From an optimization exercise on the open Yosys and OpenROAD flow, aimed at small area, a short achievable clock period and few clock cycles per item; shortcuts taken in it are not production practice. Only simulation tests tie the RTL to the original design; equivalence was not proved. Power is estimated from default activity; no workload was simulated.

==> flow/design.v <==
`default_nettype none
package obte_pkg;
  localparam logic [2:0] KIND_ADD     = 3'd0;
  localparam logic [2:0] KIND_CANCEL  = 3'd1;
  localparam logic [2:0] KIND_REDUCE  = 3'd2;
  localparam logic [2:0] KIND_REPLACE = 3'd3;
  localparam logic [2:0] KIND_DUMP    = 3'd4;
  localparam logic [2:0] ST_DONE      = 3'd0;
  localparam logic [2:0] ST_NOT_FOUND = 3'd1;
  localparam logic [2:0] ST_FULL      = 3'd2;
  localparam logic [2:0] ST_DUMP      = 3'd3;
  localparam logic [2:0] ST_EMPTY     = 3'd4;
  localparam logic [1:0] WR_NEW   = 2'd0;
  localparam logic [1:0] WR_UPD   = 2'd1;
  localparam logic [1:0] WR_SHIFT = 2'd2;
  localparam logic [2:0] OSRC_NEW  = 3'd0;
  localparam logic [2:0] OSRC_RD   = 3'd1;
  localparam logic [2:0] OSRC_MOD  = 3'd2;
  localparam logic [2:0] OSRC_ID   = 3'd3;
  localparam logic [2:0] OSRC_ZERO = 3'd4;
  localparam logic signed [31:0] QTY_MIN = 32'sh8000_0000;
  typedef struct packed {
    logic [31:0]        id;
    logic               side;
    logic signed [31:0] qty;
    logic [31:0]        price;
  } entry_t;
  typedef struct packed {
    logic       ld_in;
    logic       rd_en;
    logic       idx_top;
    logic       idx_dec;
    logic       idx_inc;
    logic       wr_en;
    logic [1:0] wr_sel;
    logic       cnt_inc;
    logic       cnt_dec;
    logic       out_ld;
    logic [2:0] out_src;
    logic [2:0] out_status;
    logic       out_last;
  } cmd_t;
  typedef struct packed {
    logic count_zero;
    logic count_full;
    logic idx_zero;
    logic idx_end;
    logic match;
    logic out_free;
  } sts_t;
endpackage
`default_nettype wire
`default_nettype none
module order_book_table_engine_unit #(
  parameter int CAPACITY = 32
) (
  input  wire logic          clk,
  input  wire logic          rst_n,
  input  wire logic          in_valid,
  output logic               in_stall,
  input  wire logic [2:0]    in_kind,
  input  wire logic [31:0]   in_order_id,
  input  wire logic          in_side,
  input  wire logic [30:0]   in_quantity,
  input  wire logic [31:0]   in_price,
  output logic               out_valid,
  input  wire logic          out_stall,
  output logic [2:0]         out_status,
  output logic [31:0]        out_id,
  output logic               out_side,
  output logic signed [31:0] out_quantity,
  output logic [31:0]        out_price,
  output logic               out_last
);
  localparam int N  = 32;
  localparam int AW = 5;
  logic [N-1:0]      vld;           
  logic [N-1:0]      shd;           
  logic [N*AW-1:0]   prv;           
  logic [N*AW-1:0]   dpn;           
  logic [AW-1:0]     head;          
  logic [5:0]        cnt;           
  logic [N-1:0]      fre;           
  logic [N*32-1:0]   tid;
  logic [N-1:0]      tsd;
  logic [N*32-1:0]   tqty;
  logic [N*32-1:0]   tprc;
  logic        a_v;
  logic [2:0]  a_kind;
  logic [31:0] a_id;
  logic        a_side;
  logic [30:0] a_q;
  logic [31:0] a_prc;
  logic        b_v;
  logic [2:0]  b_kind;
  logic [31:0] b_id;
  logic        b_side;
  logic [30:0] b_q;
  logic [31:0] b_prc;
  logic [N-1:0] b_ms;               
  logic [AW-1:0] b_dcnt;            
  logic        r_v;
  logic [N-1:0] r_g;                
  logic [2:0]  r_st;
  logic        r_last;
  logic [31:0] r_id;                
  logic [30:0] r_q;
  logic [31:0] r_prc;               
  logic        r_sub;               
  logic        r_qn;                
  logic        r_rdq;               
  logic        r_rdp;               
  logic        r_wp;                
  logic        sk_v;
  logic [2:0]  sk_st;
  logic [31:0] sk_id;
  logic        sk_sd;
  logic [31:0] sk_qty;
  logic [31:0] sk_prc;
  logic        sk_last;
  function automatic logic [AW-1:0] enc(input logic [N-1:0] oh);
    enc = '0;
    for (int i = 0; i < N; i++) begin
      if (oh[i]) enc = enc | i[AW-1:0];
    end
  endfunction
  function automatic logic [N-1:0] dec(input logic [AW-1:0] b);
    dec = '0;
    dec[b] = 1'b1;
  endfunction
  logic go;         
  logic x_last;     
  logic b_load;
  assign go     = !sk_v;
  assign x_last = !(b_kind == 3'd4 && b_dcnt != '0);
  assign b_load = go && (!b_v || x_last);
  assign in_stall = a_v && !b_load;
  logic          b_add, b_cxl, b_red, b_rep, b_dmp;
  logic          hit, full;
  logic          do_add, do_cxl;
  logic [AW-1:0] s_bin, n_bin, prev_sel, head_nx;
  logic [N-1:0]  u_vec, t_vec, vld_nx;
  logic [5:0]    cnt_nx;
  logic [N-1:0]  fre_nx;
  assign b_add = (b_kind == 3'd0);
  assign b_cxl = (b_kind == 3'd1);
  assign b_red = (b_kind == 3'd2);
  assign b_rep = (b_kind == 3'd3);
  assign b_dmp = (b_kind == 3'd4);
  assign hit   = |b_ms;
  assign full  = cnt[5];
  assign s_bin = enc(b_ms);
  assign n_bin = enc(fre);
  always_comb begin
    prev_sel = '0;
    for (int i = 0; i < N; i++) begin
      prev_sel = prev_sel | (prv[i*AW +: AW] & {AW{b_ms[i]}});
    end
  end
  assign do_add = go && b_v && b_add && !full;
  assign do_cxl = go && b_v && b_cxl && hit;
  always_comb begin
    for (int i = 0; i < N; i++) begin
      u_vec[i] = (prv[i*AW +: AW] == s_bin);
      t_vec[i] = vld[i] && shd[i] && (dpn[i*AW +: AW] == s_bin);
    end
  end
  assign vld_nx  = (vld | (do_add ? fre : '0)) & ~(do_cxl ? b_ms : '0);
  assign cnt_nx  = cnt + {5'd0, do_add} - {5'd0, do_cxl};
  assign head_nx = do_add ? n_bin : ((do_cxl && s_bin == head) ? prev_sel : head);
  assign fre_nx  = ~vld_nx & (vld_nx + N'(1));
  always_ff @(posedge clk) begin
    if (!rst_n) begin
      vld  <= '0;
      cnt  <= '0;
      fre  <= N'(1);
    end else begin
      vld  <= vld_nx;
      cnt  <= cnt_nx;
      fre  <= fre_nx;
    end
  end
  always_ff @(posedge clk) begin
    head <= head_nx;
  end
  for (genvar i = 0; i < N; i++) begin : g_slot
    always_ff @(posedge clk) begin
      if (do_add && fre[i]) begin
        shd[i]              <= 1'b0;
        prv[i*AW +: AW]     <= head;
        tid[i*32 +: 32]     <= b_id;
        tsd[i]              <= b_side;
      end
      if (do_add && b_ms[i]) begin
        shd[i]              <= 1'b1;
        dpn[i*AW +: AW]     <= n_bin;
      end
      if (do_cxl && u_vec[i]) begin
        prv[i*AW +: AW]     <= prev_sel;
      end
      if (do_cxl && t_vec[i]) begin
        shd[i]              <= 1'b0;
      end
    end
  end
  always_ff @(posedge clk) begin
    if (!rst_n) begin
      a_v <= 1'b0;
    end else if (!in_stall) begin
      a_v <= in_valid;
    end
  end
  always_ff @(posedge clk) begin
    if (!in_stall) begin
      a_kind <= in_kind;
      a_id   <= in_order_id;
      a_side <= in_side;
      a_q    <= in_quantity;
      a_prc  <= in_price;
    end
  end
  logic [N-1:0] raw, ms_nx, head_oh;
  logic         same;
  always_comb begin
    for (int i = 0; i < N; i++) begin
      raw[i] = vld[i] && !shd[i] && (tid[i*32 +: 32] == a_id);
    end
  end
  assign same    = b_v && (a_id == b_id);
  assign head_oh = dec(head_nx) & {N{cnt_nx != '0}};
  always_comb begin
    if (a_kind == 3'd4) begin
      ms_nx = head_oh;
    end else if (same && b_add && !full) begin
      ms_nx = fre;
    end else if (same && b_cxl && hit) begin
      ms_nx = t_vec;
    end else begin
      ms_nx = raw;
    end
  end
  always_ff @(posedge clk) begin
    if (!rst_n) begin
      b_v <= 1'b0;
    end else if (b_load) begin
      b_v <= a_v;
    end
  end
  always_ff @(posedge clk) begin
    if (b_load) begin
      b_kind <= a_kind;
      b_id   <= a_id;
      b_side <= a_side;
      b_q    <= a_q;
      b_prc  <= a_prc;
      b_ms   <= ms_nx;
      b_dcnt <= (cnt_nx == '0) ? '0 : AW'(cnt_nx - 6'd1);
    end else if (go && b_v) begin
      b_ms   <= dec(prev_sel);
      b_dcnt <= b_dcnt - AW'(1);
    end
  end
  always_ff @(posedge clk) begin
    if (!rst_n) begin
      r_v <= 1'b0;
    end else if (go) begin
      r_v <= b_v && (b_kind <= 3'd4);
    end
  end
  always_ff @(posedge clk) begin
    if (go) begin
      r_g    <= (b_add && !full) ? fre : (b_add ? '0 : b_ms);
      r_last <= !(b_dmp && b_dcnt != '0);
      r_id   <= ((b_add && full) || (!b_add && !b_dmp && !hit)) ? b_id : '0;
      r_q    <= b_q;
      r_prc  <= ((b_add && !full) || (b_rep && hit)) ? b_prc : '0;
      r_sub  <= b_red && hit;
      r_qn   <= (b_add && !full) || (b_rep && hit);
      r_rdq  <= (b_cxl || b_dmp) && hit;
      r_rdp  <= (b_cxl || b_red || b_dmp) && hit;
      r_wp   <= (b_add && !full) || (b_rep && hit);
      if (b_add) begin
        r_st <= full ? 3'd2 : 3'd0;
      end else if (b_dmp) begin
        r_st <= hit ? 3'd3 : 3'd4;
      end else begin
        r_st <= hit ? 3'd0 : 3'd1;
      end
    end
  end
  logic [31:0]        sel_id, sel_qty, sel_prc;
  logic               sel_sd;
  logic signed [32:0] diff;
  logic [31:0]        sat, wq;
  logic [2:0]         o_st;
  logic [31:0]        o_id, o_qty, o_prc;
  logic               o_sd, o_last;
  logic               push;
  always_comb begin
    sel_id  = '0;
    sel_sd  = 1'b0;
    sel_qty = '0;
    sel_prc = '0;
    for (int i = 0; i < N; i++) begin
      sel_id  = sel_id  | (tid[i*32 +: 32]  & {32{r_g[i]}});
      sel_sd  = sel_sd  | (tsd[i]           & r_g[i]);
      sel_qty = sel_qty | (tqty[i*32 +: 32] & {32{r_g[i]}});
      sel_prc = sel_prc | (tprc[i*32 +: 32] & {32{r_g[i]}});
    end
  end
  assign diff  = $signed({sel_qty[31], sel_qty}) - $signed({2'b00, r_q});
  assign sat   = (diff[32] != diff[31]) ? 32'h8000_0000 : diff[31:0];
  assign wq    = r_sub ? sat : {1'b0, r_q};
  assign o_st  = r_st;
  assign o_id  = sel_id | r_id;
  assign o_sd  = sel_sd;
  assign o_qty = r_rdq ? sel_qty : ((r_sub || r_qn) ? wq : '0);
  assign o_prc = r_rdp ? sel_prc : r_prc;
  assign o_last = r_last;
  assign push  = go && r_v;
  for (genvar i = 0; i < N; i++) begin : g_wr
    always_ff @(posedge clk) begin
      if (push && r_g[i] && (r_sub || r_qn)) begin
        tqty[i*32 +: 32] <= wq;
      end
      if (push && r_g[i] && r_wp) begin
        tprc[i*32 +: 32] <= r_prc;
      end
    end
  end
  always_ff @(posedge clk) begin
    if (!rst_n) begin
      out_valid <= 1'b0;
      sk_v      <= 1'b0;
    end else if (!out_valid || !out_stall) begin
      if (sk_v) begin
        out_valid <= 1'b1;
        sk_v      <= 1'b0;
      end else begin
        out_valid <= push;
      end
    end else if (push) begin
      sk_v <= 1'b1;
    end
  end
  always_ff @(posedge clk) begin
    if (!out_valid || !out_stall) begin
      if (sk_v) begin
        out_status   <= sk_st;
        out_id       <= sk_id;
        out_side     <= sk_sd;
        out_quantity <= sk_qty;
        out_price    <= sk_prc;
        out_last     <= sk_last;
      end else begin
        out_status   <= o_st;
        out_id       <= o_id;
        out_side     <= o_sd;
        out_quantity <= o_qty;
        out_price    <= o_prc;
        out_last     <= o_last;
      end
    end
    if (out_valid && out_stall && !sk_v) begin
      sk_st   <= o_st;
      sk_id   <= o_id;
      sk_sd   <= o_sd;
      sk_qty  <= o_qty;
      sk_prc  <= o_prc;
      sk_last <= o_last;
    end
  end
endmodule
`default_nettype wire
==> flow/run.sh <==
#!/bin/bash
# synth_recipe.tcl (not shown) runs the flow's synth.tcl, then flattens the netlist and writes it again
# the make line also repeats each setting of config.mk as NAME=value (left out here)
make -C /OpenROAD-flow-scripts/flow DESIGN_CONFIG=/design/flow/config.mk WORK_HOME=/design/flow/orfs CLKGATE_MAP_FILE= SYNTH_SCRIPT=/design/flow/synth_recipe.tcl finish
==> flow/config.mk <==
export PLATFORM = sky130hd
export DESIGN_NAME = order_book_table_engine_unit
export DESIGN_NICKNAME = order_book_table_engine_unit
export VERILOG_FILES = /design/flow/design.v
export SDC_FILE = /design/flow/constraint.sdc
export NUM_CORES = 4
export LEC_CHECK = 0
export CAP_MARGIN = 20
export CORE_MARGIN = 2
export CORE_UTILIZATION = 40
export SLEW_MARGIN = 20
export SYNTH_MEMORY_MAX_BITS = 8192
==> flow/constraint.sdc <==
create_clock -name core_clock -period 10.0 [get_ports {clk}]
set_input_delay 2.0000 -clock core_clock [delete_from_list [all_inputs] [get_ports {clk}]]
set_output_delay 2.0000 -clock core_clock [all_outputs]
set_load 0.01 [all_outputs]
==> flow_summary_export.csv <==
group,metric,value,unit
run_status,outcome,"finished clean",
sta,slew_violations,0,
synthesis,ys_types,92,
setup_path,cpMaxStageDelayCell,"edfxtp_1",
setup_path,crit_required,10680,ps
cts,cts_buffers,439,
global_routing,overflow,0,
setup_path,path_buf_inv,3,
setup_path,critPathCaptureType,"register",
cts,postCtsHoldBufs,0,
global_routing,busiest_layer,"met2",
route,drcViolationCount,0,
synthesis,ys.flop_type,"edfxtp_1",
setup_path,reg2reg_to,"tqty[368]",
sta,layout_min_cycle_time,8665,ps
sta,setup_viol,0,
floorplanning,die_x,651.1,microns
global_routing,grt_pass1_vias,106500,
cts,cts_tree,"built",
setup_path,max_stage_delay,860,ps
cells_and_area,n_fill_cell,36080,
route,wl_per_cell,48.10,microns
setup_path,worst-setup-path-type,"reg -> reg",
route,first_pass_iters,9,
sta,post-route-period-util,86.65,%
floorplanning,die_y,651.1,microns
synthesis,synth_edf_count,3996,
cts,clkSlewWorstSetupHoldPaths,60,ps
setup_path,rrSetupSlack,1330,ps
global_routing,grt_use_total,37.22,%
sta,worstMarginPinSlew,1385,ps
synthesis,yosysMostFrequentCell,"edfxtp_1",
cells_and_area,final_layout_size_suffix_gt1_share,13.40,%
setup_path,critPathMaxFanout,32,
floorplanning,ios,206,
route,routed_wl,813800,microns
worst_hold_path,hold_path_end,"b_prc[2]",
power_and_ir_drop,power_density,197.9,nW/um^2
power_and_ir_drop,p_comb_share,7.1,%
global_routing,grt_pass1_wl,1051000,microns
placed_design,globalplace.congestion,1.077,
synthesis,synth_area_per_cell,15.84,sq um
global_routing,use_met3,11.01,%
cts,cts_root_buf,"clkbuf_16",
power_and_ir_drop,p_int,28.85,mW
cts,cts.sinks,4108,
placed_design,hpwl,523700,microns
floorplanning,start_util,40.17,%
synthesis,synth_seq_cells,4108,
route,first_iter_violations,22900,
worst_hold_path,hp-class,"reg -> reg",
synthesis,synthTopCellsByArea,"edfxtp_1 (72%), xnor2_1 (4.2%), a22oi_1 (3.8%)",
synthesis,yosys.area.top_type,"edfxtp_1",
global_routing,antenna_found_initial,77,
run,cap_violations,0,
sta,timing.fmax,115.4,MHz
synthesis,synth_common_cells,"edfxtp_1 (3996), a22oi_1 (838), xnor2_1 (807)",
cts,clk_path_buf_depth,4,
power_and_ir_drop,swShare,24.23,%
route,vias,115400,
synthesis,synth_top_area_share,71.65,%
sta,fin_setup_tns,0,ps
setup_path,r2r_start,"r_g[3]",
power_and_ir_drop,ir_drop,0.0001665,V
setup_path,crit_start,"r_g[3]",
synthesis,ys_seq_area_share,72.99,%
floorplanning,dieArea,423900,sq um
cts,clk_latency,1050,ps
worst_hold_path,worstHoldStart,"a_prc[2]",
cells_and_area,syn_to_final_growth,14.85,%
worst_hold_path,whs_path_depth,0,
sta,rsz0062_at_grt,"no",
power_and_ir_drop,pwr-share-clk,42.1,%
setup_path,crit_family,"compound AO/OA/AOI/OAI gates",
power_and_ir_drop,p_seq_share,50.8,%
sta,clock_skew,75.14,ps
setup_path,startpoint_type,"register",
synthesis,syn_nets,10730,
setup_path,cp.arrival,9350,ps
setup_path,ff2ff_path_depth,22,
cts,cts_setup_buffers,0,
cells_and_area,multiInputGateArea,42900,sq um
floorplanning,coreArea,416900,sq um
synthesis,synth_cells,10580,
sta,worst_hold_slack,411.5,ps
global_routing,grt_use_met2,53.89,%
route,antenna_left,0,
synthesis,netlist_area,167500,sq um
synthesis,ys_warn_count,1,
cells_and_area,fin_nets,11190,
synthesis,async_reset_ff_share,0,%
cts,h-tree-depth,5,
cells_and_area,seq_area,122200,sq um
global_routing,grtUsageMet1,50.46,%
global_routing,grt_max_degree,65,
floorplanning,std_cell_rows,237,
power_and_ir_drop,p_leak,63.44,nW
power_and_ir_drop,p_sw,9.226,mW
setup_path,path_cells,"a22o_1 > a221oi_1 > nand3_1 > or4_1 > inv_1 > ha_1 > fa_1 > nor2b_1 > o2111ai_1 > a21oi_1 > o21ai_0 > o221ai_1 > o41ai_1 > nor3_1 > nor3_1 > nand2b_1 > a21oi_1 > ha_1 > nand2b_1 > buf_4 > o32a_1 > inv_1",
route,via_per_inst,6.822,
placed_design,portBuffers,205,
cts,cts.repair.resized,0,
sta,hold_viol,0,
sta,max_slew_margin,6.824,%
## worst max path at each step
stage	slack, ps	end	cells past startpoint
3_3_place_gp	1230	tqty[139]	21
5_1_grt	1100	out_quantity[10]	24
4_1_cts	1690	tqty[496]	22
3_5_place_dp	1730	tqty[312]	21
6_report	1330	tqty[368]	22
2_1_floorplan	690	sk_id[0]	2
## layout by cell type (no fill, tap or decap), types with 37 or more instances in the layout
cell type / netlist / routed
clkbuf_1: 500 / 107
nand2_1: 294 / 292
clkinv_1: 1 / 94
or4_1: 46 / 46
inv_1: 101 / 72
a222oi_1: 65 / 65
and3_1: 42 / 42
clkdlybuf4s50_1: 0 / 204
a221oi_1: 359 / 356
and2_1: 174 / 110
and2_2: 0 / 58
o21ai_0: 115 / 111
xnor2_1: 807 / 799
dfxtp_1: 112 / 109
nor4_1: 172 / 149
a22o_1: 344 / 343
mux2_2: 199 / 199
nor3_1: 116 / 109
xor2_1: 609 / 607
buf_4: 0 / 483
nand3_1: 242 / 242
a21oi_1: 149 / 149
nor2_1: 185 / 181
ha_1: 47 / 47
clkbuf_16: 0 / 440
clkinv_2: 1 / 83
edfxtp_1: 3996 / 3996
a22oi_1: 838 / 838
nand4_1: 448 / 448
or3_1: 38 / 37
## kinds of logic after synthesis
family                     share of synthesized area (%)
AOI/OAI and AO/OA                                  9.576
xor gates and xnor gates                           7.415
adders and majority gates                         0.3750
buffers and inverters                              1.835
DFF                                                72.99
muxes                                              1.475
and+or+nand+nor                                    6.336
## per-layer routing
metal	part of all wire (%)	vias up
met3	13	1886
met1	38	60110
met4	6.4	46
met2	42	10300
li1	-	43080
met5	0.037	-
## stage by stage
stage	instance area, sq um	std cells	power, mW	util (%)	setup slack, ps
2_1_floorplan	167500	10580	20.84	-	690.3
3_3_place_gp	178100	16080	22.24	42.73	1232
3_5_place_dp	178300	16080	22.25	42.76	1727
4_1_cts	192000	16880	38.00	46.05	1687
5_1_grt	192300	16890	38.77	46.12	1097
6_report	192400	16920	38.07	46.14	1335
## flip-flops by register name, summed over array words and instances, names as in the netlist, 160 cells and up
signal	flops
tid	1024
tprc	1024
tqty	1024
dpn	160
prv	160
## power by group through the flow
stage | Sequential [mW] | Combinational (mW) | Clock, mW
finish | 19.3 | 2.70 | 16.0
global route | 19.3 | 2.73 | 16.7
CTS | 19.3 | 2.57 | 16.1
detailed placement | 19.7 | 2.56 | 0
global placement | 19.7 | 2.54 | 0
floorplan | 19.7 | 1.15 | 0
## area by class of cell
type,count,share of cell area (%)
sequential,4108,63.55
multi-input combinational,5664,22.30
clock buffer,552,5.969
tap,5497,3.576
timing repair buffer,712,3.146
clock inverter,244,1.168
inverter,110,0.2446
antenna,33,0.04293
Testbench counts, summed over its fixed seeds: cycles 6,954, items 4,000.

[separate check: timing with driven ports]
The flow's constraints put no driver on any port. The routed layout listed below was extracted and timed again, unchanged, in two steps.
Step 1: set_driving_cell puts a clkbuf_16 on clk and a buf_2 on each other input, an assumption about the parent block.
Step 2 also shifts input and output timing later by t, the mid clock arrival at the registers, as if the neighbouring blocks saw the same clock.
a / b / c = ideal / step 1 / step 2; a / b = the first two.
t (ns): 1.130
setup slack, ns: 1.335 / 1.335 / 1.335
hold slack, ns: 0.412 / 0.412 / 0.412
clock arrival spread, ns: 0.081 / 0.080
slew at the worst register clock pin (ns): 0.07 / 0.07
After both steps this run still meets setup and hold. For this run, drivers alone change the setup slack by 0.000 ns; drivers and shift together by 0.000 ns.
